From an optimization exercise on the open Yosys and OpenROAD flow, aimed at small area, a short achievable clock period and few clock cycles per item; shortcuts taken in it are not production practice. Function was checked by simulation only, so behaviour that the tests miss may differ from the original.

== run 1 ==
// murmur2_hash_bucket_select
module murmur2_hash_bucket_select (
  input  logic        clk,
  input  logic        rst_n,
  input  logic        in_valid,
  output logic        in_stall,
  input  logic [31:0] in_data_word,
  input  logic [2:0]  in_valid_bytes,
  input  logic        in_last_word,
  input  logic [7:0]  in_key_length,
  output logic        out_valid,
  input  logic        out_stall,
  output logic [3:0]  out_bucket,
  output logic [31:0] out_hash_value,
  input  logic        cfg_valid,
  output logic        cfg_ready,
  input  logic        cfg_index,
  input  logic [31:0] cfg_data
);
  logic [31:0] seed_r;
  logic [3:0]  sm1_r;        
  logic [mhbs_pkg::WT_NV-1:0] wv_r;   
  logic        adv;
  logic        in_acc;
  logic        in_key_r;     
  logic        seen_r;       
  logic [7:0]  klen_r;       
  logic        v0, blk0, tl0, last0, init0, zk0;
  logic [31:0] w0;
  logic [7:0]  len0;
  logic        v1, blk1, tl1, last1, init1, zk1;
  logic [31:0] k1_r;
  logic [7:0]  len1;
  logic        v2, blk2, tl2, last2, init2, zk2;
  logic [31:0] k2_r;
  logic [7:0]  len2;
  logic [31:0] h_r;
  logic        fv, fzk;
  logic [7:0]  flen;
  logic        gv;
  logic [31:0] g_r;
  logic        mv;
  logic [31:0] o_r;
  logic [9:0]  p1_r;
  logic        xv;
  logic [31:0] x_r;
  logic [5:0]  p2_r;
  logic [3:0]  p4_r;
  logic        out_valid_r;
  logic [31:0] out_hash_r;
  assign adv       = !(out_valid_r && out_stall);
  assign in_stall  = !adv;
  assign in_acc    = in_valid && adv;
  assign cfg_ready = 1'b1;
  assign out_valid      = out_valid_r;
  assign out_hash_value = out_hash_r;
  logic        i_first, i_ne, i_seen, i_blk;
  logic [7:0]  i_len;
  logic [31:0] i_w;
  always_comb begin
    i_first = !in_key_r;
    i_len   = i_first ? in_key_length : klen_r;
    i_ne    = (in_valid_bytes != 3'd0);
    i_blk   = in_valid_bytes[2];
    i_seen  = !i_first && seen_r;
    i_w[7:0]   = in_data_word[7:0];
    i_w[15:8]  = in_data_word[15:8]  & {8{i_blk | in_valid_bytes[1]}};
    i_w[23:16] = in_data_word[23:16] & {8{i_blk | (in_valid_bytes[1:0] == 2'd3)}};
    i_w[31:24] = in_data_word[31:24] & {8{i_blk}};
  end
  ...
make LEC_CHECK=0 CAP_MARGIN=20 CORE_MARGIN=2 CORE_UTILIZATION=60 SETUP_SLACK_MARGIN=3 SLEW_MARGIN=20 SYNTH_HIERARCHICAL=1 SYNTH_MINIMUM_KEEP_SIZE=0 finish   # period 9.0 ns
run.sh (not shown) runs the stock make flow with config.mk's settings and CLKGATE_MAP_FILE= SYNTH_SCRIPT=/design/flow/synth_recipe.tcl, a recipe that flattens the netlist after the stock synthesis.
Testbench counts of run 1, summed over its fixed seeds: cycles 19,780, keys 3,000.
## Diff of input files: run 2 against run 1
- SETUP_SLACK_MARGIN now 2.5, was 3
==> summary.txt <==
Looking at post-route worst hold slack across both flows, run 2 is the weaker of the two, with run 1 ahead.
Delta (run 2 minus run 1): wire length lost about 2.3%; portion of netlist area occupied by mux cells closely matched the old numbers.
Count of buffers added by post-CTS timing repair for setup, run 2 and run 1: lower on run 2
Run comparison: run 1 launching instance or port of the critical path p2_r[3]$_DFFE_PN_; run 2 launching instance or port of the critical path fzk$_DFFE_PN_
Reported for run 2 and run 1, worst-case reg-to-reg path depth turned out identical to the last digit.
Cmp run 2 and run 1 / signal arrival time at the worst endpoint / lower: run 1
Changes in run 3 relative to run 2:
- SETUP_SLACK_MARGIN now 3, was 2.5
- CORE_UTILIZATION now 70, was 60
- PLACE_DENSITY now 0.75, previously not set
- SLEW_MARGIN now 10, was 20
- CAP_MARGIN now 10, was 20
## What came out
- Run 3 vs run 2: worst-path maximum fanout down in run 3
- Routed length per placed instance (run 3 over run 2): increase, about 7%
- Compared to run 2, run 3 shows a wider setup margin.
- First-pass GRT wire length: run 3 and run 2 compared, lower one is run 2
Inputs modified between run 3 and run 4:
- a deleted PLACE_DENSITY that had been 0.75
- a change of CORE_UTILIZATION from 70 to 60
- a change of SETUP_SLACK_MARGIN from 3 to 3.5
- a change of CAP_MARGIN from 10 to 20
- a change of SLEW_MARGIN from 10 to 20
## What came out
- From run 3 to run 4 the numbers moved as follows: share of the clock period used by the worst path after layout moved down, global-route wire length before repair went up, total number of nets in the final design picked up an extra 2.6%.
- Per-cell routed wire length | run 4 below run 3
- Looking only at cell count, and setting everything else aside, the lower value of run 4 and run 3 goes to run 3.
- Weighted congestion at the end of routability-driven global placement of run 4 falls short of that of run 3 slightly.
- Cell area | run 4 vs run 3 | run 4 larger
- Sort run 4 and run 3 by critical path depth, ascending, and run 3 comes first.
Modified inputs, run 5 compared to run 4
- a change of CORE_UTILIZATION from 60 to 40
- a change of SETUP_SLACK_MARGIN from 3.5 to 3
Notes after the runs:
Run 5 ended up with g_r[30]$_DFFE_PN_ as its critical path capture point; run 4 ended up with p4_r[3]$_DFFE_PN_.
Run 4 -> run 5: number of endpoints with negative hold slack in the final report delta 0, exact match
Run 5 vs. run 4: layout clock buffer count grew by 7.3%, share of cell area taken by multi-input logic gates held steady, sequential share of layout area grew by 1.3 points, register-to-register slack shrank by 200 ps.

what the ideal ports hide:
The flow's constraints put no driver on any port. The routed layouts listed below were extracted and timed again, unchanged, in two steps. Step 1: set_driving_cell puts a clkbuf_16 on clk and a buf_2 on each other input, an assumption about the parent block. Step 2 moves the port delays by t, midway between the first and last clock arrival at a register: inputs arrive t later, outputs are due t later. That takes back most of the time a late clock gives input paths. Three values: ideal, step 1, step 2; two values: the first two.
| run | t (ns) | setup WS [ns] | latest minus earliest clock arrival (ns) |
|---|---|---|---|
| run 1 | 0.664 | 3.116 / 3.116 / 3.116 | 0.037 / 0.036 |
| run 2 | 0.652 | 2.756 / 2.756 / 2.756 | 0.035 / 0.034 |
| run 3 | 0.645 | 3.013 / 3.013 / 3.013 | 0.045 / 0.045 |
| run 4 | 0.663 | 3.271 / 3.271 / 3.271 | 0.036 / 0.036 |
| run 5 | 0.677 | 3.076 / 3.076 / 3.076 | 0.035 / 0.035 |
After both steps setup and hold are still met in every run listed.
